Context: an optimization exercise on an open-source flow, tuned for small area and a short achievable clock period. The choices shown serve that exercise and are no tape-out recipe. Only simulation tests tie the RTL to the original design; equivalence was not proved.

--- flow/config.mk ---
export PLATFORM = sky130hd
export DESIGN_NAME = crc_unit
export DESIGN_NICKNAME = crc_unit
export VERILOG_FILES = /design/flow/design.v
export SDC_FILE = /design/flow/constraint.sdc
export NUM_CORES = 4
export LEC_CHECK = 0
export CAP_MARGIN = 20
export CORE_MARGIN = 2
export CORE_UTILIZATION = 40
export PLACE_DENSITY = 0.6
export SLEW_MARGIN = 20
export SYNTH_HIERARCHICAL = 1
export SYNTH_MINIMUM_KEEP_SIZE = 0
--- flow/standard.sh ---
#!/bin/bash
# synth_recipe.tcl (not shown) runs the flow's synth.tcl, then flattens the netlist and writes it again
# the make line also repeats each setting of config.mk as NAME=value (left out here)
make -C /OpenROAD-flow-scripts/flow DESIGN_CONFIG=/design/flow/config.mk WORK_HOME=/design/flow/orfs CLKGATE_MAP_FILE= SYNTH_SCRIPT=/design/flow/synth_recipe.tcl "${@:-finish}"
--- flow/constraint.sdc ---
create_clock -name core_clock -period 15.0 [get_ports {m}]
set_input_delay 3.0000 -clock core_clock [delete_from_list [all_inputs] [get_ports {m}]]
set_output_delay 3.0000 -clock core_clock [all_outputs]
set_load 0.01 [all_outputs]
--- flow/design.v ---
package crc_reg_pkg;
  typedef logic [1:0] reg_addr_t;
  typedef enum logic [1:0]
  {
    ORDER_NONE          = 2'd0,    
    ORDER_BITS_IN_BYTES = 2'd1,    
    ORDER_ALL_BITS      = 2'd2,    
    ORDER_BYTES         = 2'd3     
  } transpose_t;
endpackage
package crc_data_pkg;
  typedef logic [32-1:0] crc_word_t;
  typedef logic [32-1:0] crc_state_t;
  typedef logic crc_width_t;
endpackage
module crc_sel4
(
  input  logic [3:0]  s,
  input  logic [3:0]  d,
  output logic        y
);
  assign y = (s[0] & d[0]) | (s[1] & d[1]) | (s[2] & d[2]) | (s[3] & d[3]);
endmodule
module crc_bit_order
#(
  parameter int LOW = 0
)
(
  input  logic                     en,
  input  crc_data_pkg::crc_word_t  word_in,
  input  crc_reg_pkg::transpose_t  order,
  output crc_data_pkg::crc_word_t  word_out
);
  logic [3:0] sel;
  assign sel[0] = en && (order == crc_reg_pkg::ORDER_NONE);
  assign sel[1] = en && (order == crc_reg_pkg::ORDER_BITS_IN_BYTES);
  assign sel[2] = en && (order == crc_reg_pkg::ORDER_ALL_BITS);
  assign sel[3] = en && (order == crc_reg_pkg::ORDER_BYTES);
  for (genvar b = 0; b < 4; b++)
  begin : g_byte
    for (genvar i = 0; i < 8; i++)
    begin : g_bit
      if (8*b + i < LOW)
      begin : g_off
        assign word_out[8*b + i] = 1'b0;
      end
      else
      begin : g_on
        crc_sel4 u_sel
        (
          .s (sel),
          .d ({word_in[8*(3 - b) + i],         
               word_in[31 - (8*b + i)],        
               word_in[8*b + 7 - i],           
               word_in[8*b + i]}),             
          .y (word_out[8*b + i])
        );
      end
    end
  end
endmodule
module crc_regs
(
  input  logic                      m,
  input  logic                      reset,
  input  logic                      wr,
  input  logic                      rd,
  input  crc_reg_pkg::reg_addr_t    addr,
  input  crc_data_pkg::crc_word_t   wdata,
  input  crc_data_pkg::crc_word_t   read_word,     
  output crc_data_pkg::crc_word_t   rdata,
  output logic                      rdata_valid,
  output crc_data_pkg::crc_word_t   gpoly_q,       
  output crc_data_pkg::crc_word_t   gpoly_next,    
  output crc_reg_pkg::transpose_t   ctrl_tot,
  output crc_reg_pkg::transpose_t   ctrl_totr,
  output logic                      ctrl_fxor,
  output logic                      ctrl_was,
  output crc_data_pkg::crc_width_t  ctrl_tcrc,
  output logic                      data_load,
  output logic                      seed_load
);
  localparam crc_data_pkg::crc_word_t GPOLY_RESET = 32'h0000_1021;
  logic                     data_wr;        
  crc_data_pkg::crc_word_t  ctrl_word;      
  crc_data_pkg::crc_word_t  read_mux;
  crc_data_pkg::crc_word_t  held;           
  crc_data_pkg::crc_word_t  unswapped;      
  logic                     width_flip;     
  assign data_wr   = wr && (addr == 2'd0);
  assign data_load = data_wr && !ctrl_was;
  assign seed_load = data_wr && ctrl_was;
  assign width_flip = (addr == 2'd2) && (wdata[24] != ctrl_tcrc);
  always_comb
  begin
    gpoly_next = gpoly_q;
    if (reset)
      gpoly_next = {GPOLY_RESET[15:0], GPOLY_RESET[31:16]};    
    else if (wr)
    begin
      if (addr == 2'd1)
        gpoly_next = ctrl_tcrc ? wdata : {wdata[15:0], wdata[31:16]};
      if (width_flip)
        gpoly_next = {gpoly_q[15:0], gpoly_q[31:16]};
    end
  end
  always_ff @(posedge m)
    gpoly_q <= gpoly_next;
  always_ff @(posedge m)
  begin
    if (reset)
    begin
      ctrl_tot  <= crc_reg_pkg::ORDER_NONE;
      ctrl_totr <= crc_reg_pkg::ORDER_NONE;
      ctrl_fxor <= 1'b0;
      ctrl_was  <= 1'b0;
      ctrl_tcrc <= 1'b0;
    end
    else if (wr)
    begin
      if (addr == 2'd2)
      begin
        ctrl_tot  <= crc_reg_pkg::transpose_t'(wdata[31:30]);
        ctrl_totr <= crc_reg_pkg::transpose_t'(wdata[29:28]);
        ctrl_fxor <= wdata[26];
        ctrl_was  <= wdata[25];
        ctrl_tcrc <= wdata[24];    
      end
    end
  end
  assign held      = (addr == 2'd1) ? gpoly_q : read_word;
  assign unswapped = ctrl_tcrc ? held : {held[15:0], held[31:16]};
  always_comb
  begin
    ctrl_word                                = '0;
    ctrl_word[31:30]     = ctrl_tot;
    ctrl_word[29:28]   = ctrl_totr;
    ctrl_word[26]                 = ctrl_fxor;
    ctrl_word[25]                  = ctrl_was;
    ctrl_word[24]                 = ctrl_tcrc;
  end
  always_comb
  begin
    case (addr)
      2'd0:  read_mux = unswapped;
      2'd1: read_mux = unswapped;
      2'd2:  read_mux = ctrl_word;
      default:         read_mux = '0;        
    endcase
  end
  always_ff @(posedge m)
  begin
    if (reset)
    begin
      rdata       <= '0;
      rdata_valid <= 1'b0;
    end
    else
    begin
      rdata_valid <= rd;
      if (rd)
        rdata <= read_mux;                    
    end
  end
endmodule
module crc_ax
(
  input  logic  a,
  input  logic  c,
  input  logic  g,
  output logic  y
);
  assign y = a ^ (c & g);
endmodule
module crc_pp
(
  input  logic  c0,
  input  logic  g0,
  input  logic  c1,
  input  logic  g1,
  output logic  y
);
  assign y = (c0 & g0) ^ (c1 & g1);
endmodule
module crc_x2
(
  input  logic  a,
  input  logic  b,
  output logic  y
);
  assign y = a ^ b;
endmodule
module crc_gx_top
#(
  parameter int N = 8
)
(
  input  logic [N-1:0] poly,       
  output logic [N-1:0] d           
);
  always_comb
  begin
    logic [N-1:0] w;
    w = poly;
    for (int i = 0; i < N; i++)
    begin
      d[i] = w[N-1];
      w = {w[N-2:0], 1'b0} ^ (w[N-1] ? poly : '0);
    end
  end
endmodule
module crc_gx_pre
(
  input  logic [31:0]       p,
  input  logic [6:0]        d,
  output logic [7*32-1:32]   gx
);
  logic n1;
  logic n2;
  logic n3;
  logic n4;
  logic n5;
  logic n6;
  logic n7;
  logic n8;
  logic n9;
  logic n10;
  logic n11;
  logic n12;
  logic n13;
  logic n14;
  logic n15;
  logic n16;
  logic n17;
  logic n18;
  logic n19;
  logic n20;
  logic n21;
  logic n22;
  logic n23;
  logic n24;
  logic n25;
  logic n26;
  logic n27;
  logic n28;
  logic n29;
  logic n30;
  logic n31;
  logic n32;
  logic n33;
  logic n34;
  logic n35;
  logic n36;
  logic n37;
  logic n38;
  logic n39;
  logic n40;
  logic n41;
  logic n42;
  logic n43;
  logic n44;
  logic n45;
  logic n46;
  logic n47;
  logic n48;
  logic n49;
  logic n50;
  logic n51;
  logic n52;
  logic n53;
  logic n54;
  logic n55;
  logic n56;
  logic n57;
  logic n58;
  logic n59;
  logic n60;
  logic n61;
  logic n62;
  logic n63;
  logic n64;
  logic n65;
  logic n66;
  logic n67;
  logic n68;
  logic n69;
  logic n70;
  logic n71;
  logic n72;
  logic n73;
  logic n74;
  logic n75;
  logic n76;
  logic n77;
  logic n78;
  logic n79;
  logic n80;
  logic n81;
  logic n82;
  logic n83;
  logic n84;
  logic n85;
  logic n86;
  logic n87;
  logic n88;
  logic n89;
  logic n90;
  logic n91;
  logic n92;
  logic n93;
  logic n94;
  logic n95;
  logic n96;
  logic n97;
  logic n98;
  logic n99;
  logic n100;
  logic n101;
  logic n102;
  logic n103;
  logic n104;
  logic n105;
  logic n106;
  logic n107;
  logic n108;
  logic n109;
  logic n110;
  logic n111;
  logic n112;
  logic n113;
  logic n114;
  logic n115;
  logic n116;
  logic n117;
  logic n118;
  logic n119;
  logic n120;
  logic n121;
  logic n122;
  logic n123;
  logic n124;
  logic n125;
  logic n126;
  logic n127;
  logic n128;
  logic n129;
  logic n130;
  logic n131;
  logic n132;
  logic n133;
  logic n134;
  logic n135;
  logic n136;
  logic n137;
  logic n138;
  logic n139;
  logic n140;
  logic n141;
  logic n142;
  logic n143;
  logic n144;
  logic n145;
  logic n146;
  logic n147;
  logic n148;
  logic n149;
  logic n150;
  logic n151;
  logic n152;
  logic n153;
  logic n154;
  logic n155;
  logic n156;
  logic n157;
  logic n158;
  logic n159;
  logic n160;
  logic n161;
  logic n162;
  logic n163;
  logic n164;
  logic n165;
  logic n166;
  logic n167;
  logic n168;
  logic n169;
  logic n170;
  logic n171;
  logic n172;
  logic n173;
  logic n174;
  logic n175;
  logic n176;
  logic n177;
  logic n178;
  logic n179;
  logic n180;
  logic n181;
  logic n182;
  logic n183;
  logic n184;
  logic n185;
  logic n186;
  logic n187;
  logic n188;
  logic n189;
  logic n190;
  logic n191;
  logic n192;
  logic n193;
  logic n194;
  logic n195;
  logic n196;
  logic n197;
  logic n198;
  logic n199;
  logic n200;
  logic n201;
  logic n202;
  logic n203;
  logic n204;
  logic n205;
  logic n206;
  logic n207;
  logic n208;
  logic n209;
  logic n210;
  logic n211;
  logic n212;
  logic n213;
  logic n214;
  logic n215;
  logic n216;
  logic n217;
  logic n218;
  logic n219;
  logic n220;
  logic n221;
  logic n222;
  logic n223;
  logic n224;
  logic n225;
  logic n226;
  logic n227;
  logic n228;
  logic n229;
  logic n230;
  logic n231;
  logic n232;
  logic n233;
  logic n234;
  logic n235;
  logic n236;
  logic n237;
  logic n238;
  logic n239;
  logic n240;
  logic n241;
  logic n242;
  logic n243;
  logic n244;
  logic n245;
  logic n246;
  logic n247;
  logic n248;
  logic n249;
  logic n250;
  logic n251;
  logic n252;
  logic n253;
  logic n254;
  logic n255;
  logic n256;
  logic n257;
  logic n258;
  logic n259;
  logic n260;
  logic n261;
  logic n262;
  logic n263;
  logic n264;
  logic n265;
  logic n266;
  crc_pp u_n1 (.c0(d[4]), .g0(p[0]), .c1(d[5]), .g1(p[1]), .y(n1));
  crc_pp u_n2 (.c0(d[3]), .g0(p[0]), .c1(d[4]), .g1(p[1]), .y(n2));
  crc_ax u_n3 (.a(n2), .c(d[5]), .g(p[2]), .y(n3));
  crc_pp u_n4 (.c0(d[2]), .g0(p[0]), .c1(d[3]), .g1(p[1]), .y(n4));
  crc_pp u_n5 (.c0(d[3]), .g0(p[1]), .c1(d[4]), .g1(p[2]), .y(n5));
  crc_ax u_n6 (.a(n5), .c(d[2]), .g(p[0]), .y(n6));
  crc_ax u_n7 (.a(n5), .c(d[5]), .g(p[3]), .y(n7));
  crc_ax u_n8 (.a(n7), .c(d[2]), .g(p[0]), .y(n8));
  crc_pp u_n9 (.c0(d[1]), .g0(p[0]), .c1(d[2]), .g1(p[1]), .y(n9));
  crc_ax u_n10 (.a(n9), .c(d[3]), .g(p[2]), .y(n10));
  crc_pp u_n11 (.c0(d[3]), .g0(p[2]), .c1(d[4]), .g1(p[3]), .y(n11));
  crc_x2 u_n12 (.a(n9), .b(n11), .y(n12));
  crc_ax u_n13 (.a(n11), .c(d[5]), .g(p[4]), .y(n13));
  crc_x2 u_n14 (.a(n9), .b(n13), .y(n14));
  crc_pp u_n15 (.c0(d[0]), .g0(p[0]), .c1(d[1]), .g1(p[1]), .y(n15));
  crc_pp u_n16 (.c0(d[1]), .g0(p[1]), .c1(d[2]), .g1(p[2]), .y(n16));
  crc_ax u_n17 (.a(n16), .c(d[0]), .g(p[0]), .y(n17));
  crc_ax u_n18 (.a(n17), .c(d[3]), .g(p[3]), .y(n18));
  crc_pp u_n19 (.c0(d[3]), .g0(p[3]), .c1(d[4]), .g1(p[4]), .y(n19));
  crc_x2 u_n20 (.a(n17), .b(n19), .y(n20));
  crc_ax u_n21 (.a(n19), .c(d[5]), .g(p[5]), .y(n21));
  crc_x2 u_n22 (.a(n17), .b(n21), .y(n22));
  crc_ax u_n23 (.a(p[0]), .c(d[0]), .g(p[1]), .y(n23));
  crc_ax u_n24 (.a(n23), .c(d[1]), .g(p[2]), .y(n24));
  crc_pp u_n25 (.c0(d[1]), .g0(p[2]), .c1(d[2]), .g1(p[3]), .y(n25));
  crc_x2 u_n26 (.a(n23), .b(n25), .y(n26));
  crc_ax u_n27 (.a(n26), .c(d[3]), .g(p[4]), .y(n27));
  crc_pp u_n28 (.c0(d[3]), .g0(p[4]), .c1(d[4]), .g1(p[5]), .y(n28));
  crc_x2 u_n29 (.a(n26), .b(n28), .y(n29));
  crc_ax u_n30 (.a(n28), .c(d[5]), .g(p[6]), .y(n30));
  crc_x2 u_n31 (.a(n26), .b(n30), .y(n31));
  crc_ax u_n32 (.a(p[1]), .c(d[0]), .g(p[2]), .y(n32));
  crc_ax u_n33 (.a(n32), .c(d[1]), .g(p[3]), .y(n33));
  crc_pp u_n34 (.c0(d[1]), .g0(p[3]), .c1(d[2]), .g1(p[4]), .y(n34));
  crc_x2 u_n35 (.a(n32), .b(n34), .y(n35));
  crc_ax u_n36 (.a(n35), .c(d[3]), .g(p[5]), .y(n36));
  crc_pp u_n37 (.c0(d[3]), .g0(p[5]), .c1(d[4]), .g1(p[6]), .y(n37));
  crc_x2 u_n38 (.a(n35), .b(n37), .y(n38));
  crc_ax u_n39 (.a(n37), .c(d[5]), .g(p[7]), .y(n39));
  crc_x2 u_n40 (.a(n35), .b(n39), .y(n40));
  crc_ax u_n41 (.a(p[2]), .c(d[0]), .g(p[3]), .y(n41));
  crc_ax u_n42 (.a(n41), .c(d[1]), .g(p[4]), .y(n42));
  crc_pp u_n43 (.c0(d[1]), .g0(p[4]), .c1(d[2]), .g1(p[5]), .y(n43));
  crc_x2 u_n44 (.a(n41), .b(n43), .y(n44));
  crc_ax u_n45 (.a(n44), .c(d[3]), .g(p[6]), .y(n45));
  crc_pp u_n46 (.c0(d[3]), .g0(p[6]), .c1(d[4]), .g1(p[7]), .y(n46));
  crc_x2 u_n47 (.a(n44), .b(n46), .y(n47));
  crc_ax u_n48 (.a(n46), .c(d[5]), .g(p[8]), .y(n48));
  crc_x2 u_n49 (.a(n44), .b(n48), .y(n49));
  crc_ax u_n50 (.a(p[3]), .c(d[0]), .g(p[4]), .y(n50));
  crc_ax u_n51 (.a(n50), .c(d[1]), .g(p[5]), .y(n51));
  crc_pp u_n52 (.c0(d[1]), .g0(p[5]), .c1(d[2]), .g1(p[6]), .y(n52));
  crc_x2 u_n53 (.a(n50), .b(n52), .y(n53));
  crc_ax u_n54 (.a(n53), .c(d[3]), .g(p[7]), .y(n54));
  crc_pp u_n55 (.c0(d[3]), .g0(p[7]), .c1(d[4]), .g1(p[8]), .y(n55));
  crc_x2 u_n56 (.a(n53), .b(n55), .y(n56));
  crc_ax u_n57 (.a(n55), .c(d[5]), .g(p[9]), .y(n57));
  crc_x2 u_n58 (.a(n53), .b(n57), .y(n58));
  crc_ax u_n59 (.a(p[4]), .c(d[0]), .g(p[5]), .y(n59));
  crc_ax u_n60 (.a(n59), .c(d[1]), .g(p[6]), .y(n60));
  crc_pp u_n61 (.c0(d[1]), .g0(p[6]), .c1(d[2]), .g1(p[7]), .y(n61));
  crc_x2 u_n62 (.a(n59), .b(n61), .y(n62));
  crc_ax u_n63 (.a(n62), .c(d[3]), .g(p[8]), .y(n63));
  crc_pp u_n64 (.c0(d[3]), .g0(p[8]), .c1(d[4]), .g1(p[9]), .y(n64));
  crc_x2 u_n65 (.a(n62), .b(n64), .y(n65));
  crc_ax u_n66 (.a(n64), .c(d[5]), .g(p[10]), .y(n66));
  crc_x2 u_n67 (.a(n62), .b(n66), .y(n67));
  crc_ax u_n68 (.a(p[5]), .c(d[0]), .g(p[6]), .y(n68));
  crc_ax u_n69 (.a(n68), .c(d[1]), .g(p[7]), .y(n69));
  crc_pp u_n70 (.c0(d[1]), .g0(p[7]), .c1(d[2]), .g1(p[8]), .y(n70));
  crc_x2 u_n71 (.a(n68), .b(n70), .y(n71));
  crc_ax u_n72 (.a(n71), .c(d[3]), .g(p[9]), .y(n72));
  crc_pp u_n73 (.c0(d[3]), .g0(p[9]), .c1(d[4]), .g1(p[10]), .y(n73));
  crc_x2 u_n74 (.a(n71), .b(n73), .y(n74));
  crc_ax u_n75 (.a(n73), .c(d[5]), .g(p[11]), .y(n75));
  crc_x2 u_n76 (.a(n71), .b(n75), .y(n76));
  crc_ax u_n77 (.a(p[6]), .c(d[0]), .g(p[7]), .y(n77));
  crc_ax u_n78 (.a(n77), .c(d[1]), .g(p[8]), .y(n78));
  crc_pp u_n79 (.c0(d[1]), .g0(p[8]), .c1(d[2]), .g1(p[9]), .y(n79));
  crc_x2 u_n80 (.a(n77), .b(n79), .y(n80));
  crc_ax u_n81 (.a(n80), .c(d[3]), .g(p[10]), .y(n81));
  crc_pp u_n82 (.c0(d[3]), .g0(p[10]), .c1(d[4]), .g1(p[11]), .y(n82));
  crc_x2 u_n83 (.a(n80), .b(n82), .y(n83));
  crc_ax u_n84 (.a(n82), .c(d[5]), .g(p[12]), .y(n84));
  crc_x2 u_n85 (.a(n80), .b(n84), .y(n85));
  crc_ax u_n86 (.a(p[7]), .c(d[0]), .g(p[8]), .y(n86));
  crc_ax u_n87 (.a(n86), .c(d[1]), .g(p[9]), .y(n87));
  crc_pp u_n88 (.c0(d[1]), .g0(p[9]), .c1(d[2]), .g1(p[10]), .y(n88));
  crc_x2 u_n89 (.a(n86), .b(n88), .y(n89));
  crc_ax u_n90 (.a(n89), .c(d[3]), .g(p[11]), .y(n90));
  crc_pp u_n91 (.c0(d[3]), .g0(p[11]), .c1(d[4]), .g1(p[12]), .y(n91));
  crc_x2 u_n92 (.a(n89), .b(n91), .y(n92));
  crc_ax u_n93 (.a(n91), .c(d[5]), .g(p[13]), .y(n93));
  crc_x2 u_n94 (.a(n89), .b(n93), .y(n94));
  crc_ax u_n95 (.a(p[8]), .c(d[0]), .g(p[9]), .y(n95));
  crc_ax u_n96 (.a(n95), .c(d[1]), .g(p[10]), .y(n96));
  crc_pp u_n97 (.c0(d[1]), .g0(p[10]), .c1(d[2]), .g1(p[11]), .y(n97));
  crc_x2 u_n98 (.a(n95), .b(n97), .y(n98));
  crc_ax u_n99 (.a(n98), .c(d[3]), .g(p[12]), .y(n99));
  crc_pp u_n100 (.c0(d[3]), .g0(p[12]), .c1(d[4]), .g1(p[13]), .y(n100));
  crc_x2 u_n101 (.a(n98), .b(n100), .y(n101));
  crc_ax u_n102 (.a(n100), .c(d[5]), .g(p[14]), .y(n102));
  crc_x2 u_n103 (.a(n98), .b(n102), .y(n103));
  crc_ax u_n104 (.a(p[9]), .c(d[0]), .g(p[10]), .y(n104));
  crc_ax u_n105 (.a(n104), .c(d[1]), .g(p[11]), .y(n105));
  crc_pp u_n106 (.c0(d[1]), .g0(p[11]), .c1(d[2]), .g1(p[12]), .y(n106));
  crc_x2 u_n107 (.a(n104), .b(n106), .y(n107));
  crc_ax u_n108 (.a(n107), .c(d[3]), .g(p[13]), .y(n108));
  crc_pp u_n109 (.c0(d[3]), .g0(p[13]), .c1(d[4]), .g1(p[14]), .y(n109));
  crc_x2 u_n110 (.a(n107), .b(n109), .y(n110));
  crc_ax u_n111 (.a(n109), .c(d[5]), .g(p[15]), .y(n111));
  crc_x2 u_n112 (.a(n107), .b(n111), .y(n112));
  crc_ax u_n113 (.a(p[10]), .c(d[0]), .g(p[11]), .y(n113));
  crc_ax u_n114 (.a(n113), .c(d[1]), .g(p[12]), .y(n114));
  crc_pp u_n115 (.c0(d[1]), .g0(p[12]), .c1(d[2]), .g1(p[13]), .y(n115));
  crc_x2 u_n116 (.a(n113), .b(n115), .y(n116));
  crc_ax u_n117 (.a(n116), .c(d[3]), .g(p[14]), .y(n117));
  crc_pp u_n118 (.c0(d[3]), .g0(p[14]), .c1(d[4]), .g1(p[15]), .y(n118));
  crc_x2 u_n119 (.a(n116), .b(n118), .y(n119));
  crc_ax u_n120 (.a(n118), .c(d[5]), .g(p[16]), .y(n120));
  crc_x2 u_n121 (.a(n116), .b(n120), .y(n121));
  crc_ax u_n122 (.a(p[11]), .c(d[0]), .g(p[12]), .y(n122));
  crc_ax u_n123 (.a(n122), .c(d[1]), .g(p[13]), .y(n123));
  crc_pp u_n124 (.c0(d[1]), .g0(p[13]), .c1(d[2]), .g1(p[14]), .y(n124));
  crc_x2 u_n125 (.a(n122), .b(n124), .y(n125));
  crc_ax u_n126 (.a(n125), .c(d[3]), .g(p[15]), .y(n126));
  crc_pp u_n127 (.c0(d[3]), .g0(p[15]), .c1(d[4]), .g1(p[16]), .y(n127));
  crc_x2 u_n128 (.a(n125), .b(n127), .y(n128));
  crc_ax u_n129 (.a(n127), .c(d[5]), .g(p[17]), .y(n129));
  crc_x2 u_n130 (.a(n125), .b(n129), .y(n130));
  crc_ax u_n131 (.a(p[12]), .c(d[0]), .g(p[13]), .y(n131));
  crc_ax u_n132 (.a(n131), .c(d[1]), .g(p[14]), .y(n132));
  crc_pp u_n133 (.c0(d[1]), .g0(p[14]), .c1(d[2]), .g1(p[15]), .y(n133));
  crc_x2 u_n134 (.a(n131), .b(n133), .y(n134));
  crc_ax u_n135 (.a(n134), .c(d[3]), .g(p[16]), .y(n135));
  crc_pp u_n136 (.c0(d[3]), .g0(p[16]), .c1(d[4]), .g1(p[17]), .y(n136));
  crc_x2 u_n137 (.a(n134), .b(n136), .y(n137));
  crc_ax u_n138 (.a(n136), .c(d[5]), .g(p[18]), .y(n138));
  crc_x2 u_n139 (.a(n134), .b(n138), .y(n139));
  crc_ax u_n140 (.a(p[13]), .c(d[0]), .g(p[14]), .y(n140));
  crc_ax u_n141 (.a(n140), .c(d[1]), .g(p[15]), .y(n141));
  crc_pp u_n142 (.c0(d[1]), .g0(p[15]), .c1(d[2]), .g1(p[16]), .y(n142));
  crc_x2 u_n143 (.a(n140), .b(n142), .y(n143));
  crc_ax u_n144 (.a(n143), .c(d[3]), .g(p[17]), .y(n144));
  crc_pp u_n145 (.c0(d[3]), .g0(p[17]), .c1(d[4]), .g1(p[18]), .y(n145));
  crc_x2 u_n146 (.a(n143), .b(n145), .y(n146));
  crc_ax u_n147 (.a(n145), .c(d[5]), .g(p[19]), .y(n147));
  crc_x2 u_n148 (.a(n143), .b(n147), .y(n148));
  crc_ax u_n149 (.a(p[14]), .c(d[0]), .g(p[15]), .y(n149));
  crc_ax u_n150 (.a(n149), .c(d[1]), .g(p[16]), .y(n150));
  crc_pp u_n151 (.c0(d[1]), .g0(p[16]), .c1(d[2]), .g1(p[17]), .y(n151));
  crc_x2 u_n152 (.a(n149), .b(n151), .y(n152));
  crc_ax u_n153 (.a(n152), .c(d[3]), .g(p[18]), .y(n153));
  crc_pp u_n154 (.c0(d[3]), .g0(p[18]), .c1(d[4]), .g1(p[19]), .y(n154));
  crc_x2 u_n155 (.a(n152), .b(n154), .y(n155));
  crc_ax u_n156 (.a(n154), .c(d[5]), .g(p[20]), .y(n156));
  crc_x2 u_n157 (.a(n152), .b(n156), .y(n157));
  crc_ax u_n158 (.a(p[15]), .c(d[0]), .g(p[16]), .y(n158));
  crc_ax u_n159 (.a(n158), .c(d[1]), .g(p[17]), .y(n159));
  crc_pp u_n160 (.c0(d[1]), .g0(p[17]), .c1(d[2]), .g1(p[18]), .y(n160));
  crc_x2 u_n161 (.a(n158), .b(n160), .y(n161));
  crc_ax u_n162 (.a(n161), .c(d[3]), .g(p[19]), .y(n162));
  crc_pp u_n163 (.c0(d[3]), .g0(p[19]), .c1(d[4]), .g1(p[20]), .y(n163));
  crc_x2 u_n164 (.a(n161), .b(n163), .y(n164));
  crc_ax u_n165 (.a(n163), .c(d[5]), .g(p[21]), .y(n165));
  crc_x2 u_n166 (.a(n161), .b(n165), .y(n166));
  crc_ax u_n167 (.a(p[16]), .c(d[0]), .g(p[17]), .y(n167));
  crc_ax u_n168 (.a(n167), .c(d[1]), .g(p[18]), .y(n168));
  crc_pp u_n169 (.c0(d[1]), .g0(p[18]), .c1(d[2]), .g1(p[19]), .y(n169));
  crc_x2 u_n170 (.a(n167), .b(n169), .y(n170));
  crc_ax u_n171 (.a(n170), .c(d[3]), .g(p[20]), .y(n171));
  crc_pp u_n172 (.c0(d[3]), .g0(p[20]), .c1(d[4]), .g1(p[21]), .y(n172));
  crc_x2 u_n173 (.a(n170), .b(n172), .y(n173));
  crc_ax u_n174 (.a(n172), .c(d[5]), .g(p[22]), .y(n174));
  crc_x2 u_n175 (.a(n170), .b(n174), .y(n175));
  crc_ax u_n176 (.a(p[17]), .c(d[0]), .g(p[18]), .y(n176));
  crc_ax u_n177 (.a(n176), .c(d[1]), .g(p[19]), .y(n177));
  crc_pp u_n178 (.c0(d[1]), .g0(p[19]), .c1(d[2]), .g1(p[20]), .y(n178));
  crc_x2 u_n179 (.a(n176), .b(n178), .y(n179));
  crc_ax u_n180 (.a(n179), .c(d[3]), .g(p[21]), .y(n180));
  crc_pp u_n181 (.c0(d[3]), .g0(p[21]), .c1(d[4]), .g1(p[22]), .y(n181));
  crc_x2 u_n182 (.a(n179), .b(n181), .y(n182));
  crc_ax u_n183 (.a(n181), .c(d[5]), .g(p[23]), .y(n183));
  crc_x2 u_n184 (.a(n179), .b(n183), .y(n184));
  crc_ax u_n185 (.a(p[18]), .c(d[0]), .g(p[19]), .y(n185));
  crc_ax u_n186 (.a(n185), .c(d[1]), .g(p[20]), .y(n186));
  crc_pp u_n187 (.c0(d[1]), .g0(p[20]), .c1(d[2]), .g1(p[21]), .y(n187));
  crc_x2 u_n188 (.a(n185), .b(n187), .y(n188));
  crc_ax u_n189 (.a(n188), .c(d[3]), .g(p[22]), .y(n189));
  crc_pp u_n190 (.c0(d[3]), .g0(p[22]), .c1(d[4]), .g1(p[23]), .y(n190));
  crc_x2 u_n191 (.a(n188), .b(n190), .y(n191));
  crc_ax u_n192 (.a(n190), .c(d[5]), .g(p[24]), .y(n192));
  crc_x2 u_n193 (.a(n188), .b(n192), .y(n193));
  crc_ax u_n194 (.a(p[19]), .c(d[0]), .g(p[20]), .y(n194));
  crc_ax u_n195 (.a(n194), .c(d[1]), .g(p[21]), .y(n195));
  crc_pp u_n196 (.c0(d[1]), .g0(p[21]), .c1(d[2]), .g1(p[22]), .y(n196));
  crc_x2 u_n197 (.a(n194), .b(n196), .y(n197));
  crc_ax u_n198 (.a(n197), .c(d[3]), .g(p[23]), .y(n198));
  crc_pp u_n199 (.c0(d[3]), .g0(p[23]), .c1(d[4]), .g1(p[24]), .y(n199));
  crc_x2 u_n200 (.a(n197), .b(n199), .y(n200));
  crc_ax u_n201 (.a(n199), .c(d[5]), .g(p[25]), .y(n201));
  crc_x2 u_n202 (.a(n197), .b(n201), .y(n202));
  crc_ax u_n203 (.a(p[20]), .c(d[0]), .g(p[21]), .y(n203));
  crc_ax u_n204 (.a(n203), .c(d[1]), .g(p[22]), .y(n204));
  crc_pp u_n205 (.c0(d[1]), .g0(p[22]), .c1(d[2]), .g1(p[23]), .y(n205));
  crc_x2 u_n206 (.a(n203), .b(n205), .y(n206));
  crc_ax u_n207 (.a(n206), .c(d[3]), .g(p[24]), .y(n207));
  crc_pp u_n208 (.c0(d[3]), .g0(p[24]), .c1(d[4]), .g1(p[25]), .y(n208));
  crc_x2 u_n209 (.a(n206), .b(n208), .y(n209));
  crc_ax u_n210 (.a(n208), .c(d[5]), .g(p[26]), .y(n210));
  crc_x2 u_n211 (.a(n206), .b(n210), .y(n211));
  crc_ax u_n212 (.a(p[21]), .c(d[0]), .g(p[22]), .y(n212));
  crc_ax u_n213 (.a(n212), .c(d[1]), .g(p[23]), .y(n213));
  crc_pp u_n214 (.c0(d[1]), .g0(p[23]), .c1(d[2]), .g1(p[24]), .y(n214));
  crc_x2 u_n215 (.a(n212), .b(n214), .y(n215));
  crc_ax u_n216 (.a(n215), .c(d[3]), .g(p[25]), .y(n216));
  crc_pp u_n217 (.c0(d[3]), .g0(p[25]), .c1(d[4]), .g1(p[26]), .y(n217));
  crc_x2 u_n218 (.a(n215), .b(n217), .y(n218));
  crc_ax u_n219 (.a(n217), .c(d[5]), .g(p[27]), .y(n219));
  crc_x2 u_n220 (.a(n215), .b(n219), .y(n220));
  crc_ax u_n221 (.a(p[22]), .c(d[0]), .g(p[23]), .y(n221));
  crc_ax u_n222 (.a(n221), .c(d[1]), .g(p[24]), .y(n222));
  crc_pp u_n223 (.c0(d[1]), .g0(p[24]), .c1(d[2]), .g1(p[25]), .y(n223));
  crc_x2 u_n224 (.a(n221), .b(n223), .y(n224));
  crc_ax u_n225 (.a(n224), .c(d[3]), .g(p[26]), .y(n225));
  crc_pp u_n226 (.c0(d[3]), .g0(p[26]), .c1(d[4]), .g1(p[27]), .y(n226));
  crc_x2 u_n227 (.a(n224), .b(n226), .y(n227));
  crc_ax u_n228 (.a(n226), .c(d[5]), .g(p[28]), .y(n228));
  crc_x2 u_n229 (.a(n224), .b(n228), .y(n229));
  crc_ax u_n230 (.a(p[23]), .c(d[0]), .g(p[24]), .y(n230));
  crc_ax u_n231 (.a(n230), .c(d[1]), .g(p[25]), .y(n231));
  crc_pp u_n232 (.c0(d[1]), .g0(p[25]), .c1(d[2]), .g1(p[26]), .y(n232));
  crc_x2 u_n233 (.a(n230), .b(n232), .y(n233));
  crc_ax u_n234 (.a(n233), .c(d[3]), .g(p[27]), .y(n234));
  crc_pp u_n235 (.c0(d[3]), .g0(p[27]), .c1(d[4]), .g1(p[28]), .y(n235));
  crc_x2 u_n236 (.a(n233), .b(n235), .y(n236));
  crc_ax u_n237 (.a(n235), .c(d[5]), .g(p[29]), .y(n237));
  crc_x2 u_n238 (.a(n233), .b(n237), .y(n238));
  crc_ax u_n239 (.a(p[24]), .c(d[0]), .g(p[25]), .y(n239));
  crc_ax u_n240 (.a(n239), .c(d[1]), .g(p[26]), .y(n240));
  crc_pp u_n241 (.c0(d[1]), .g0(p[26]), .c1(d[2]), .g1(p[27]), .y(n241));
  crc_x2 u_n242 (.a(n239), .b(n241), .y(n242));
  crc_ax u_n243 (.a(n242), .c(d[3]), .g(p[28]), .y(n243));
  crc_pp u_n244 (.c0(d[3]), .g0(p[28]), .c1(d[4]), .g1(p[29]), .y(n244));
  crc_x2 u_n245 (.a(n242), .b(n244), .y(n245));
  crc_ax u_n246 (.a(n244), .c(d[5]), .g(p[30]), .y(n246));
  crc_x2 u_n247 (.a(n242), .b(n246), .y(n247));
  crc_ax u_n248 (.a(p[25]), .c(d[0]), .g(p[26]), .y(n248));
  crc_ax u_n249 (.a(n248), .c(d[1]), .g(p[27]), .y(n249));
  crc_pp u_n250 (.c0(d[1]), .g0(p[27]), .c1(d[2]), .g1(p[28]), .y(n250));
  crc_x2 u_n251 (.a(n248), .b(n250), .y(n251));
  crc_ax u_n252 (.a(n251), .c(d[3]), .g(p[29]), .y(n252));
  crc_pp u_n253 (.c0(d[3]), .g0(p[29]), .c1(d[4]), .g1(p[30]), .y(n253));
  crc_x2 u_n254 (.a(n251), .b(n253), .y(n254));
  crc_ax u_n255 (.a(p[26]), .c(d[0]), .g(p[27]), .y(n255));
  crc_ax u_n256 (.a(n255), .c(d[1]), .g(p[28]), .y(n256));
  crc_pp u_n257 (.c0(d[1]), .g0(p[28]), .c1(d[2]), .g1(p[29]), .y(n257));
  crc_x2 u_n258 (.a(n255), .b(n257), .y(n258));
  crc_ax u_n259 (.a(n258), .c(d[3]), .g(p[30]), .y(n259));
  crc_ax u_n260 (.a(p[27]), .c(d[0]), .g(p[28]), .y(n260));
  crc_ax u_n261 (.a(n260), .c(d[1]), .g(p[29]), .y(n261));
  crc_pp u_n262 (.c0(d[1]), .g0(p[29]), .c1(d[2]), .g1(p[30]), .y(n262));
  crc_x2 u_n263 (.a(n260), .b(n262), .y(n263));
  crc_ax u_n264 (.a(p[28]), .c(d[0]), .g(p[29]), .y(n264));
  crc_ax u_n265 (.a(n264), .c(d[1]), .g(p[30]), .y(n265));
  crc_ax u_n266 (.a(p[29]), .c(d[0]), .g(p[30]), .y(n266));
  assign gx[192] = (d[5] & p[0]);
  assign gx[160] = (d[4] & p[0]);
  assign gx[193] = n1;
  assign gx[128] = (d[3] & p[0]);
  assign gx[161] = n2;
  assign gx[194] = n3;
  assign gx[96] = (d[2] & p[0]);
  assign gx[129] = n4;
  assign gx[162] = n6;
  assign gx[195] = n8;
  assign gx[64] = (d[1] & p[0]);
  assign gx[97] = n9;
  assign gx[130] = n10;
  assign gx[163] = n12;
  assign gx[196] = n14;
  assign gx[32] = (d[0] & p[0]);
  assign gx[65] = n15;
  assign gx[98] = n17;
  assign gx[131] = n18;
  assign gx[164] = n20;
  assign gx[197] = n22;
  assign gx[33] = n23;
  assign gx[66] = n24;
  assign gx[99] = n26;
  assign gx[132] = n27;
  assign gx[165] = n29;
  assign gx[198] = n31;
  assign gx[34] = n32;
  assign gx[67] = n33;
  assign gx[100] = n35;
  assign gx[133] = n36;
  assign gx[166] = n38;
  assign gx[199] = n40;
  assign gx[35] = n41;
  assign gx[68] = n42;
  assign gx[101] = n44;
  assign gx[134] = n45;
  assign gx[167] = n47;
  assign gx[200] = n49;
  assign gx[36] = n50;
  assign gx[69] = n51;
  assign gx[102] = n53;
  assign gx[135] = n54;
  assign gx[168] = n56;
  assign gx[201] = n58;
  assign gx[37] = n59;
  assign gx[70] = n60;
  assign gx[103] = n62;
  assign gx[136] = n63;
  assign gx[169] = n65;
  assign gx[202] = n67;
  assign gx[38] = n68;
  assign gx[71] = n69;
  assign gx[104] = n71;
  assign gx[137] = n72;
  assign gx[170] = n74;
  assign gx[203] = n76;
  assign gx[39] = n77;
  assign gx[72] = n78;
  assign gx[105] = n80;
  assign gx[138] = n81;
  assign gx[171] = n83;
  assign gx[204] = n85;
  assign gx[40] = n86;
  assign gx[73] = n87;
  assign gx[106] = n89;
  assign gx[139] = n90;
  assign gx[172] = n92;
  assign gx[205] = n94;
  assign gx[41] = n95;
  assign gx[74] = n96;
  assign gx[107] = n98;
  assign gx[140] = n99;
  assign gx[173] = n101;
  assign gx[206] = n103;
  assign gx[42] = n104;
  assign gx[75] = n105;
  assign gx[108] = n107;
  assign gx[141] = n108;
  assign gx[174] = n110;
  assign gx[207] = n112;
  assign gx[43] = n113;
  assign gx[76] = n114;
  assign gx[109] = n116;
  assign gx[142] = n117;
  assign gx[175] = n119;
  assign gx[208] = n121;
  assign gx[44] = n122;
  assign gx[77] = n123;
  assign gx[110] = n125;
  assign gx[143] = n126;
  assign gx[176] = n128;
  assign gx[209] = n130;
  assign gx[45] = n131;
  assign gx[78] = n132;
  assign gx[111] = n134;
  assign gx[144] = n135;
  assign gx[177] = n137;
  assign gx[210] = n139;
  assign gx[46] = n140;
  assign gx[79] = n141;
  assign gx[112] = n143;
  assign gx[145] = n144;
  assign gx[178] = n146;
  assign gx[211] = n148;
  assign gx[47] = n149;
  assign gx[80] = n150;
  assign gx[113] = n152;
  assign gx[146] = n153;
  assign gx[179] = n155;
  assign gx[212] = n157;
  assign gx[48] = n158;
  assign gx[81] = n159;
  assign gx[114] = n161;
  assign gx[147] = n162;
  assign gx[180] = n164;
  assign gx[213] = n166;
  assign gx[49] = n167;
  assign gx[82] = n168;
  assign gx[115] = n170;
  assign gx[148] = n171;
  assign gx[181] = n173;
  assign gx[214] = n175;
  assign gx[50] = n176;
  assign gx[83] = n177;
  assign gx[116] = n179;
  assign gx[149] = n180;
  assign gx[182] = n182;
  assign gx[215] = n184;
  assign gx[51] = n185;
  assign gx[84] = n186;
  assign gx[117] = n188;
  assign gx[150] = n189;
  assign gx[183] = n191;
  assign gx[216] = n193;
  assign gx[52] = n194;
  assign gx[85] = n195;
  assign gx[118] = n197;
  assign gx[151] = n198;
  assign gx[184] = n200;
  assign gx[217] = n202;
  assign gx[53] = n203;
  assign gx[86] = n204;
  assign gx[119] = n206;
  assign gx[152] = n207;
  assign gx[185] = n209;
  assign gx[218] = n211;
  assign gx[54] = n212;
  assign gx[87] = n213;
  assign gx[120] = n215;
  assign gx[153] = n216;
  assign gx[186] = n218;
  assign gx[219] = n220;
  assign gx[55] = n221;
  assign gx[88] = n222;
  assign gx[121] = n224;
  assign gx[154] = n225;
  assign gx[187] = n227;
  assign gx[220] = n229;
  assign gx[56] = n230;
  assign gx[89] = n231;
  assign gx[122] = n233;
  assign gx[155] = n234;
  assign gx[188] = n236;
  assign gx[221] = n238;
  assign gx[57] = n239;
  assign gx[90] = n240;
  assign gx[123] = n242;
  assign gx[156] = n243;
  assign gx[189] = n245;
  assign gx[222] = n247;
  assign gx[58] = n248;
  assign gx[91] = n249;
  assign gx[124] = n251;
  assign gx[157] = n252;
  assign gx[190] = n254;
  assign gx[59] = n255;
  assign gx[92] = n256;
  assign gx[125] = n258;
  assign gx[158] = n259;
  assign gx[60] = n260;
  assign gx[93] = n261;
  assign gx[126] = n263;
  assign gx[61] = n264;
  assign gx[94] = n265;
  assign gx[62] = n266;
  assign gx[63] = d[1];
  assign gx[95] = d[2];
  assign gx[127] = d[3];
  assign gx[159] = d[4];
  assign gx[191] = d[5];
  assign gx[223] = d[6];
endmodule
module crc_stage
#(
  parameter int           R    = 1,
  parameter logic [31:0]  INJ  = 32'h0,
  parameter logic [31:0]  POST = 32'h0
)
(
  input  logic [31:0]     acc_in,
  input  logic [R*32-1:0] gx,
  input  logic [31:0]     inj,
  output logic [31:0]     acc_out
);
  localparam int NP = R / 2;                   
  localparam int NL = NP + ((R % 2) ? 1 : 0);  
  logic [R-1:0] c;
  for (genvar i = 0; i < R; i++)
  begin : g_c
    assign c[i] = acc_in[31 - i];    
  end
  for (genvar j = 0; j < 32; j++)
  begin : g_bit
    localparam bit PRE    = INJ[j] && !POST[j];
    localparam bit HAS_SH = (j >= R) || PRE;
    localparam int NLEAF  = NL + ((HAS_SH && !(R % 2)) ? 1 : 0);
    logic              sh;           
    logic [NLEAF-1:0]  leaf;
    logic              sum;
    if (j < R)
    begin : g_nosh
      if (PRE)
        assign sh = inj[j];
      else
        assign sh = 1'b0;
    end
    else
    begin : g_sh
      if (PRE)
        crc_x2 u_inj (.a(acc_in[j-R]), .b(inj[j]), .y(sh));
      else
        assign sh = acc_in[j-R];
    end
    for (genvar k = 0; k < NP; k++)
    begin : g_pp
      crc_pp u_pp (.c0(c[2*k]),   .g0(gx[(R - 1 - 2*k) * 32 + j]),
                   .c1(c[2*k+1]), .g1(gx[(R - 2 - 2*k) * 32 + j]),
                   .y(leaf[k]));
    end
    if (R % 2)
    begin : g_odd
      if (HAS_SH)
        crc_ax u_ax (.a(sh), .c(c[R-1]), .g(gx[j]), .y(leaf[NP]));
      else
        assign leaf[NP] = c[R-1] & gx[j];
    end
    else if (HAS_SH)
    begin : g_even
      assign leaf[NP] = sh;
    end
    crc_xtree #(.N(NLEAF)) u_tree (.x(leaf), .y(sum));
    if (POST[j])
      crc_x2 u_post (.a(sum), .b(inj[j]), .y(acc_out[j]));
    else
      assign acc_out[j] = sum;
  end
endmodule
module crc_xtree
#(
  parameter int N = 1
)
(
  input  logic [N-1:0] x,
  output logic         y
);
  if (N == 1)
  begin : g_one
    assign y = x[0];
  end
  else if (N == 2)
  begin : g_two
    crc_x2 u_x (.a(x[0]), .b(x[1]), .y(y));
  end
  else
  begin : g_split
    localparam int H = (N > 16) ? 16 : (N > 8) ? 8 : (N > 4) ? 4 : (N > 2) ? 2 : 1;
    logic ylo, yhi;
    crc_xtree #(.N(H))     u_lo (.x(x[H-1:0]), .y(ylo));
    crc_xtree #(.N(N - H)) u_hi (.x(x[N-1:H]), .y(yhi));
    crc_x2 u_x (.a(ylo), .b(yhi), .y(y));
  end
endmodule
module crc_engine
(
  input  logic                      m,
  input  logic                      reset,
  input  crc_data_pkg::crc_word_t   order_word,    
  input  logic [15:0]               late,          
  input  crc_data_pkg::crc_word_t   gpoly,         
  input  logic [31:25]               gpoly_top_next,   
  input  crc_data_pkg::crc_width_t  width,
  input  logic                      data_load,
  input  logic                      seed_load,
  input  logic                      width_flip,    
  output crc_data_pkg::crc_state_t  rem            
);
  logic [7*32-1:0]           gx;        
  logic [6:0]               d;         
  logic [31:0]               acc [7];   
  logic [31:0]               inj2;
  logic [31:0]               inj3;
  logic [31:0]               inj4;
  logic [31:0]               inj_last;
  crc_data_pkg::crc_state_t  fold;
  crc_data_pkg::crc_state_t  seed;
  assign gx[31:0] = {gpoly[31:16], gpoly[15:0] & {16{width}}};
  logic [6:0]               d_next;
  logic [6:1]               d_q;
  crc_gx_top #(.N(7)) u_top
  (
    .poly (gpoly_top_next),
    .d    (d_next)
  );
  always_ff @(posedge m)
    d_q <= d_next[6:1];
  assign d = {d_q, gx[31]};
  crc_gx_pre u_pre
  (
    .p  (gx[31:0]),
    .d  (d),
    .gx (gx[7*32-1:32])
  );
  assign acc[0]   = {rem[31:16], rem[15:0] & {16{width}}};
  assign inj_last = width ? order_word : {order_word[15:0], 16'h0000};
  always_comb
  begin
    inj2 = 32'h0;
    inj2[31] = late[15];
    inj2[30] = late[14];
    inj2[29] = late[13];
    inj2[28] = late[12];
    inj2[27] = late[11];
    inj2[26] = late[10];
    inj2[25] = late[9];
  end
  always_comb
  begin
    inj3 = 32'h0;
    inj3[31] = late[8];
    inj3[30] = late[7];
    inj3[29] = late[6];
    inj3[28] = late[5];
    inj3[27] = late[4];
    inj3[26] = late[3];
    inj3[25] = late[2];
  end
  always_comb
  begin
    inj4 = 32'h0;
    inj4[31] = late[1];
    inj4[30] = late[0];
  end
  crc_stage #(.R(3), .INJ(32'h00000000), .POST(32'h00000000)) u_st0
    (.acc_in(acc[0]), .gx(gx[0 +: 96]), .inj(32'h0), .acc_out(acc[1]));
  crc_stage #(.R(6), .INJ(32'h00000000), .POST(32'h00000000)) u_st1
    (.acc_in(acc[1]), .gx(gx[0 +: 192]), .inj(32'h0), .acc_out(acc[2]));
  crc_stage #(.R(7), .INJ(32'hFE000000), .POST(32'hFE000000)) u_st2
    (.acc_in(acc[2]), .gx(gx[0 +: 224]), .inj(inj2), .acc_out(acc[3]));
  crc_stage #(.R(7), .INJ(32'hFE000000), .POST(32'h00000000)) u_st3
    (.acc_in(acc[3]), .gx(gx[0 +: 224]), .inj(inj3), .acc_out(acc[4]));
  crc_stage #(.R(7), .INJ(32'hC0000000), .POST(32'h00000000)) u_st4
    (.acc_in(acc[4]), .gx(gx[0 +: 224]), .inj(inj4), .acc_out(acc[5]));
  crc_stage #(.R(2), .INJ(32'hFFFFFFFF), .POST(32'h00000000)) u_st5
    (.acc_in(acc[5]), .gx(gx[0 +: 64]), .inj(inj_last), .acc_out(acc[6]));
  assign fold = {acc[6][31:16], acc[6][15:0] & {16{width}}};
  assign seed = inj_last;
  always_ff @(posedge m)
  begin
    if (reset)
      rem <= 32'hFFFF_FFFF;
    else if (seed_load)
      rem <= seed;
    else if (data_load)
      rem <= fold;
    else if (width_flip)
      rem <= {rem[15:0], rem[31:16]};
  end
endmodule
module crc_readout
(
  input  crc_data_pkg::crc_state_t  rem,           
  input  crc_data_pkg::crc_width_t  width,
  input  logic                      fxor,
  input  crc_reg_pkg::transpose_t   order,
  output crc_data_pkg::crc_word_t   read_word
);
  crc_data_pkg::crc_word_t  inv_mask;    
  crc_data_pkg::crc_word_t  inv_word;
  assign inv_mask = width ? 32'hFFFF_FFFF : 32'hFFFF_0000;
  assign inv_word = fxor ? (rem ^ inv_mask) : rem;
  crc_bit_order u_read_order
  (
    .en       (1'b1),
    .word_in  (inv_word),
    .order    (order),
    .word_out (read_word)
  );
endmodule
module crc_unit
(
  input  logic                     m,
  input  logic                     reset,
  input  logic                     wr,            
  input  logic                     rd,            
  input  crc_reg_pkg::reg_addr_t   addr,
  input  crc_data_pkg::crc_word_t  wdata,
  output crc_data_pkg::crc_word_t  rdata,
  output logic                     rdata_valid
);
  crc_data_pkg::crc_word_t   gpoly;
  crc_data_pkg::crc_word_t   gpoly_next;    
  crc_reg_pkg::transpose_t   ctrl_tot;
  crc_reg_pkg::transpose_t   ctrl_totr;
  logic                      ctrl_fxor;
  logic                      ctrl_was;
  crc_data_pkg::crc_width_t  ctrl_tcrc;
  logic                      data_load;
  logic                      seed_load;
  logic                      width_flip;    
  crc_data_pkg::crc_word_t   order_word;    
  crc_data_pkg::crc_word_t   late_word;     
  crc_data_pkg::crc_state_t  rem;           
  crc_data_pkg::crc_word_t   read_word;     
  crc_regs u_regs
  (
    .m           (m),
    .reset       (reset),
    .wr          (wr),
    .rd          (rd),
    .addr        (addr),
    .wdata       (wdata),
    .read_word   (read_word),
    .rdata       (rdata),
    .rdata_valid (rdata_valid),
    .gpoly_q     (gpoly),
    .gpoly_next  (gpoly_next),
    .ctrl_tot    (ctrl_tot),
    .ctrl_totr   (ctrl_totr),
    .ctrl_fxor   (ctrl_fxor),
    .ctrl_was    (ctrl_was),
    .ctrl_tcrc   (ctrl_tcrc),
    .data_load   (data_load),
    .seed_load   (seed_load)
  );
  assign width_flip = wr && (addr == 2'd2) && (wdata[24] != ctrl_tcrc);
  crc_bit_order u_write_order
  (
    .en       (1'b1),
    .word_in  (wdata),
    .order    (ctrl_tot),
    .word_out (order_word)
  );
  crc_bit_order #(.LOW(16)) u_late_order
  (
    .en       (!ctrl_tcrc),
    .word_in  (wdata),
    .order    (ctrl_tot),
    .word_out (late_word)
  );
  crc_engine u_engine
  (
    .m          (m),
    .reset      (reset),
    .order_word (order_word),
    .late       (late_word[31:16]),
    .gpoly      (gpoly),
    .gpoly_top_next (gpoly_next[31:25]),
    .width      (ctrl_tcrc),
    .data_load  (data_load),
    .seed_load  (seed_load),
    .width_flip (width_flip),
    .rem        (rem)
  );
  crc_readout u_readout
  (
    .rem       (rem),
    .width     (ctrl_tcrc),
    .fxor      (ctrl_fxor),
    .order     (ctrl_totr),
    .read_word (read_word)
  );
endmodule
--- flow/flow/run.sh ---
#!/bin/bash
# Standard layout, with timing repair aimed well below the clock period so
# that the achieved period shrinks; constraints are left as given.
set -o pipefail
cat standard.sh > standard_copy.log
cat config.mk > config_copy.log
export SETUP_SLACK_MARGIN=8.5
export TNS_END_PERCENT=20
# port buffers: the smallest plain buffer, resized later where timing needs it
export BUFFER_PORTS_ARGS="-buffer_cell sky130_fd_sc_hd__buf_1"
bash standard.sh synth > synth.log 2>&1 || exit 1
bash standard.sh > finish.log 2>&1 || exit 1
==> qor.yml <==
rsz0062_at_grt: "yes"
skew_ps: 17.5
grt_pass1_wl_um: 184000
drtIter0Drc: 4888
cts_root_buffer: "clkbuf_16"
arrival_ps: 8230
timing.critical_path.mode_cell: "xor2_1"
clock_latency_ps: 400
pin_count: 71
pre_cts_slack_ps: 5150
place_area_um2: 28200
clkSlewWorstSetupHoldPaths_ps: 90
cts_max_level: 3
slew_viol_final: 0
outcome: "timing/DRC/antenna clean"
final_layout_size_suffix_gt1_share_pct: 21.7
ys.warnings.count: 11
cts.hold.buffers_added: 0
gr-usage-all-layers_pct: 33.6
r2r_setup_slack_ps: 7080
finalSetupViolCount: 0
routedWlPerCell_um: 27.3
period_needed_ps: 7920
grt_pass1_vias: 26262
die_h_um: 271
drtPass1Iterations: 7
avgSynthCellArea_um2: 6.99
slowest_stage: "dfxtp_1"
vias: 29771
layout_worst_path_cycle_share_pct: 52.8
relSlewSlack_pct: 22.0
startpoint_type: "register"
whs_path_depth: 2
setup.worst_path.end_class: "register"
grt_max_degree: 83
port-buffer-count: 70
place.gp.congestion: 1.01
cts_buffer_depth: 2
rr_startpoint: "u_regs.gpoly_q[16]"
antenna_found_initial: 3
post_synth_inst_count: 4078
cp_max_fo: 18
core.rowCount: 97
coreArea_um2: 70300
fmax_mhz: 126
final_area_um2: 35100
criticalPathCategory: "reg2reg"
globalRoute.totalOverflow: 0
hold_viol_final: 0
routed_via_density: 5.94
start_util_pct: 40.6
cts.sinks: 110
fin_tns_setup_ps: 0
cap_violations: 0
dieArea_um2: 73400
fin_ws_ps: 7080
slowest_delay_ps: 760
tightest_slew_ps: 1170
cts_tree: "done"
area_growth_pct: 23.0
r2r_end: "u_engine.rem[12]"
ant_nets: 0
routed_wl_um: 137000
syn_area_um2: 28500
drc: 0
die-width_um: 271
min_to: "u_regs.ctrl_fxor"
hold_class: "reg2reg"
min-delay-start: "u_regs.ctrl_fxor"
reg2reg_depth: 30
numCtsBuffers: 9
place_hpwl_um: 81300
nets: 4109
required_ps: 15310
[state kept, by name, indices dropped and copies added, names as in the netlist]
| register | cells |
|---|---|
| u_regs.ctrl_tot | 2 |
| u_regs.gpoly_q | 32 |
| u_regs.ctrl_was | 1 |
| u_engine.rem | 32 |
| u_regs.ctrl_fxor | 1 |
| u_regs.ctrl_totr | 2 |
| u_regs.rdata_valid | 1 |
| u_engine.d_q | 6 |
| u_regs.rdata | 32 |
| u_regs.ctrl_tcrc | 1 |
[final cells by class]
class	count	area [um2]
fill	6363	35200
multi-input combinational	3486	26400
timing repair buffer	452	4860
sequential	110	2240
tap	940	1180
clock buffer	9	225
clock inverter	7	91.3
inverter	9	33.8
antenna	1	2.50
[through the flow]
stage                     std cells  util (%)  hold slack (ps)
after global routing           5013      49.9              496
after detailed placement       4735      40.1              461
final                          5014      49.9              478
after floorplan                4084         -              453
after CTS                      4934      46.6              473
after global placement         4735      40.1              445
[layout by cell type, fill, tap and decap left out, types with 51 or more instances in the layout]
master	count
xnor2_1	183
buf_4	241
and2_1	74
nand2_2	55
buf_12	51
xor2_2	140
nor2_1	88
xnor2_2	51
xor2_1	885
buf_1	68
xor2_4	79
dfxtp_1	96
a21oi_1	52
nand2_1	1315
a22oi_1	178
[per-layer routing]
metal / up-vias / GRT usage, % / share of wire [%]
met4: 6 / 18.0 / 8.1
met2: 2468 / 50.8 / 42
met5: - / 0 / 0.071
met1: 14086 / 43.4 / 36
met3: 644 / 8.97 / 14
li1: 12567 / - / -
[what timing repair did]
action                                 in CTS  in global routing
cloned                                     31                 11
setup buffers                             152                 68
resized for setup                         331                239
endpoints found under the hold margin       0                  0
setup endpoints to repair                  35                 35
pin swaps                                 125                132
[worst max-delay path, delay by kind of cell (launching register included)]
family	cells	cell delay [ps]
buffers and inverters	6	1180
DFF	1	760
and+or+nand+nor	3	360
AOI/OAI and AO/OA	2	330
xor gates and xnor gates	19	5140
[worst max-delay path by stage]
stage | startpoint | endpoint | slack [ps] | cells after the start
final | u_regs.gpoly_q[16] | u_engine.rem[12] | 7080 | 30
after global routing | u_regs.gpoly_q[16] | u_engine.rem[0] | 6980 | 30
after CTS | u_regs.gpoly_q[31] | u_engine.rem[15] | 8060 | 36
after detailed placement | u_engine.d_q[1] | u_engine.rem[12] | 5150 | 31
after global placement | u_engine.d_q[1] | u_engine.rem[0] | 5250 | 32
after floorplan | u_regs.gpoly_q[31] | u_engine.rem[7] | 8470 | 34

[afterwards: timing with drivers on the ports]
How much do the figures lean on ideal ports? The routed layout below was timed once more, with nothing changed but the port constraints.
Step 1 (the two cells are an assumption about what drives the block):
set clk [get_ports {m}]
set_driving_cell -lib_cell sky130_fd_sc_hd__clkbuf_16 $clk
set_driving_cell -lib_cell sky130_fd_sc_hd__buf_2 [delete_from_list [all_inputs] $clk]
Step 2 moves the port delays by t, midway between the first and last clock arrival at a register: inputs arrive t later, outputs are due t later. That takes back most of the time a late clock gives input paths.
Three values: no drivers, after step 1, after step 2; two values: the first two.
t (ns): 0.450
setup WS [ns]: 7.084 / 7.084 / 7.036
worst setup path at the end: input to register
slew at the worst register clock pin (ns): 0.10 / 0.10
pins driven straight from the clock port: 1
After both steps this run still meets setup and hold. For this run, drivers alone change the setup slack by 0.000 ns; drivers and shift together by -0.048 ns.
